Source: an optimization exercise on an open RTL-to-GDS flow (aim: small area and a short achievable clock period). Production flows keep margins and buffers that such runs may drop.
Function was checked by simulation only, so behaviour that the tests miss may differ from the original.
Power figures rest on the tool's default switching activity, not on a simulated workload.

v59:
// load_order_queue
module load_order_queue (
    input  wire logic        clk,
    input  wire logic        rst,
    input  wire logic [5:0]  IN_commitSqN,
    input  wire logic [1:0]  IN_valid,
    input  wire logic [1:0]  IN_isLoad,
    input  wire logic [63:0] IN_pc,
    input  wire logic [63:0] IN_addr,
    input  wire logic [3:0]  IN_size,
    input  wire logic [11:0] IN_sqN,
    input  wire logic [11:0] IN_loadSqN,
    input  wire logic [11:0] IN_storeSqN,
    input  wire logic        IN_branch_taken,
    input  wire logic [5:0]  IN_branch_sqN,
    input  wire logic [5:0]  IN_branch_loadSqN,
    input  wire logic        IN_branch_flush,
    output logic             OUT_branch_taken,
    output logic [31:0]      OUT_branch_dstPC,
    output logic [5:0]       OUT_branch_sqN,
    output logic [5:0]       OUT_branch_storeSqN,
    output logic [5:0]       OUT_branch_loadSqN,
    output logic             OUT_branch_flush,
    output logic [5:0]       OUT_maxLoadSqN
);
==> flow/config.mk <==
export PLATFORM = sky130hd
export DESIGN_NAME = load_order_queue
export DESIGN_NICKNAME = load_order_queue
export VERILOG_FILES = /design/flow/design.v
export SDC_FILE = /design/flow/constraint.sdc
export NUM_CORES = 4
export LEC_CHECK = 0
export CAP_MARGIN = 20
export CORE_MARGIN = 2
export CORE_UTILIZATION = 40
export CTS_CLUSTER_DIAMETER = 90
export CTS_CLUSTER_SIZE = 25
export PLACE_DENSITY = 0.55
export SETUP_SLACK_MARGIN = 2.5
export SLEW_MARGIN = 20
==> flow/constraint.sdc <==
create_clock -name core_clock -period 6.0 [get_ports {clk}]
set_input_delay 1.2000 -clock core_clock [delete_from_list [all_inputs] [get_ports {clk}]]
set_output_delay 1.2000 -clock core_clock [all_outputs]
set_load 0.01 [all_outputs]
standard.sh (not shown) runs the stock make flow with config.mk's settings and CLKGATE_MAP_FILE= SYNTH_SCRIPT=/design/flow/synth_recipe.tcl, a recipe that flattens the netlist after the stock synthesis.
==> flow/flow/run.sh <==
#!/bin/bash
# Own layout flow: the standard flow (standard.sh), except that synthesis
# maps logic with a delay-driven ABC script (flow/abc.script, target MY_ABC_D)
# and port buffers are sky130_fd_sc_hd__buf_1.
# Every tool's output goes to a log file in this folder.
set -euo pipefail
W=$(pwd)
# synth_recipe.tcl with the abc override inserted after its first line (the
# synth wrapper that drops fsm/share); the rest is kept as it is.
{ head -n 1 synth_recipe.tcl; cat flow/abc_override.tcl; tail -n +2 synth_recipe.tcl; } > my_synth.tcl
sed -E "s#SYNTH_SCRIPT=[^ ]+#SYNTH_SCRIPT=$W/my_synth.tcl#" standard.sh > my_standard.sh
grep -q "SYNTH_SCRIPT=$W/my_synth.tcl" my_standard.sh
export MY_ABC_SCRIPT=$W/flow/abc.script
export MY_ABC_D=1500
# port buffers (every input and output port still gets one) use the
# smallest buffer; timing repair upsizes the ones on critical paths
export BUFFER_PORTS_ARGS="-buffer_cell sky130_fd_sc_hd__buf_1"
bash my_standard.sh > flow_make.log 2>&1
test -f out/final.def
==> flow/flow/abc.script <==
strash
&get -n
&dch -f
&nf -p -E 50 {D}
&put
buffer -c
upsize {D}
dnsize {D}
==> flow/flow/abc_override.tcl <==
# Technology mapping with a delay-driven ABC script: the script named by
# MY_ABC_SCRIPT, with {D} replaced by "-D MY_ABC_D" (ps). Everything else in
# the synthesis is synth_recipe.tcl / ORFS synth.tcl unchanged.
proc abc {args} {
  set fin [open $::env(MY_ABC_SCRIPT) r]
  set body [string map [list "{D}" "-D $::env(MY_ABC_D)"] [read $fin]]
  close $fin
  set scr $::env(RESULTS_DIR)/my_abc.script
  set fout [open $scr w]
  puts -nonewline $fout $body
  close $fout
  set i [lsearch -exact $args -script]
  if { $i >= 0 } { set args [lreplace $args $i [expr {$i + 1}] -script $scr] }
  set j [lsearch -exact $args -D]
  if { $j >= 0 } { set args [lreplace $args $j [expr {$j + 1}]] }
  lappend args -D $::env(MY_ABC_D)
  puts "abc with [file tail $::env(MY_ABC_SCRIPT)], -D $::env(MY_ABC_D)"
  yosys abc {*}$args
}
Setup changes, v59 to v58
- a deleted CTS_CLUSTER_DIAMETER that had been 90
- a deleted CTS_CLUSTER_SIZE that had been 25
--- outcome ---
v58 ended with more instance count on the critical path than v59.
Diff v59 -> v58: global-route wire length before repair climbed 0.64%; fraction of standard cell area that is sequential dropped 1.0 points.
The wire length the detailed router placed on met1 of v58 exceeds that of v59 by 1.1%.
Compared with v59, in v58 worst slew margin relative to its limit climbed 4.1 points; routed wire length now larger; total net switching power has increased; final setup slack of the worst path up 0.0045 ns.
For the maximum fanout encountered on the critical timing path, v58 came in 15 higher than v59 did.
Changes observed in v58 relative to v59: peak per-stage delay on the critical path went down 0.06 ns; proportion of layout cells with a drive suffix above 1 up 1.4 points.
diff inputs: v58 => v36
- an added CTS_CLUSTER_DIAMETER of 80
- an added CTS_CLUSTER_SIZE of 20
### Flow results
Summary — multi-input gate share of total cell area, v36 relative to v58: higher, by 1.6 points. Area enclosed by the die boundary came out exactly the same in v36 and v58. ~same sequential power in v36 and v58. Diff v36 and v58: depth of the worst register-to-register path lower in v58. v36 has part of the power in combinational logic above what v58 had. Between v36 and v58, it is v36 whose first-pass GRT wire length is lower, by 0.69%. Comparing v36 and v58, the higher final worst hold slack is on v36.

run A:
Another version of the RTL of load_order_queue (not shown whole).
For scale: ~6600 cells after synthesis, about 770 flip-flops, roughly 250 I/O pins.
==> flow/design.v (excerpt) <==
module load_order_queue (
    input  wire logic        clk,
    input  wire logic        rst,
    input  wire logic [5:0]  IN_commitSqN,
    input  wire logic [1:0]  IN_valid,
    input  wire logic [1:0]  IN_isLoad,
    input  wire logic [63:0] IN_pc,
    input  wire logic [63:0] IN_addr,
    input  wire logic [3:0]  IN_size,
    input  wire logic [11:0] IN_sqN,
    input  wire logic [11:0] IN_loadSqN,
    input  wire logic [11:0] IN_storeSqN,
    input  wire logic        IN_branch_taken,
    input  wire logic [5:0]  IN_branch_sqN,
    input  wire logic [5:0]  IN_branch_loadSqN,
    input  wire logic        IN_branch_flush,
    output logic             OUT_branch_taken,
    output logic [31:0]      OUT_branch_dstPC,
    output logic [5:0]       OUT_branch_sqN,
    output logic [5:0]       OUT_branch_storeSqN,
    output logic [5:0]       OUT_branch_loadSqN,
    output logic             OUT_branch_flush,
    output logic [5:0]       OUT_maxLoadSqN
);
Settings: LEC_CHECK=0, CAP_MARGIN=20, CORE_MARGIN=2, CORE_UTILIZATION=40, PLACE_DENSITY=0.55, SETUP_SLACK_MARGIN=2.5, SLEW_MARGIN=20; clock period 6.0 ns.
==> flow/flow/abc.script <==
strash
dch
map {D}
topo
buffer -c
upsize {D}
dnsize {D}
Scripts as last shown in full above: flow/flow/run.sh, flow/flow/abc_override.tcl
Inputs modified between run A and run B:
==> flow/flow/abc.script <==
strash
&get -n
&dch -f
&nf -p -E 50 {D}
&put
buffer -c
upsize {D}
dnsize {D}
==> comparison <==
Run B: flow completed, timing, DRC and antenna clean
Run B vs. run A: die area shrank by about 5.5%; number of buffers inserted during clock tree synthesis lower; clock network fraction of total power shrank by 0.7 points; clock tree buffer count of the final layout shows a reduction of 16.
registers as the top power group was reported by run B, and combinational cells by run A.

what the ideal ports hide:
No port has a modelled driver above. Below, the same layouts with a new extraction and two added sets of constraints.
Step 1 assumes that a clkbuf_16 drives the clock port and a buf_2 every other input.
Step 2, shift: input delay + t, output delay - t, t = (earliest + latest rising clock arrival at the registers) / 2. This alone moves slack from input paths to output paths.
a / b / c = no drivers / after step 1 / after step 2; a / b = the first two.
run | shift t [ns] | setup slack, ns | slew at the worst register clock pin (ns) | worst data-port slew with drivers (ns)
v59 | 0.782 | 2.340 / 2.393 / 1.611 | 0.12 / 0.12 | 0.12
v58 | 0.784 | 2.345 / 2.392 / 1.608 | 0.07 / 0.07 | 0.11
v36 | 0.800 | 2.350 / 2.404 / 1.604 | 0.10 / 0.10 | 0.11
run A | 0.806 | 2.230 / 2.287 / 1.481 | 0.07 / 0.07 | 0.06
run B | 0.778 | 2.247 / 2.290 / 1.512 | 0.07 / 0.07 | 0.12
After both steps every run listed still meets setup and hold. The setup slack of run A, which loses most, moves by +0.057 ns with the drivers and by -0.749 ns with both steps.
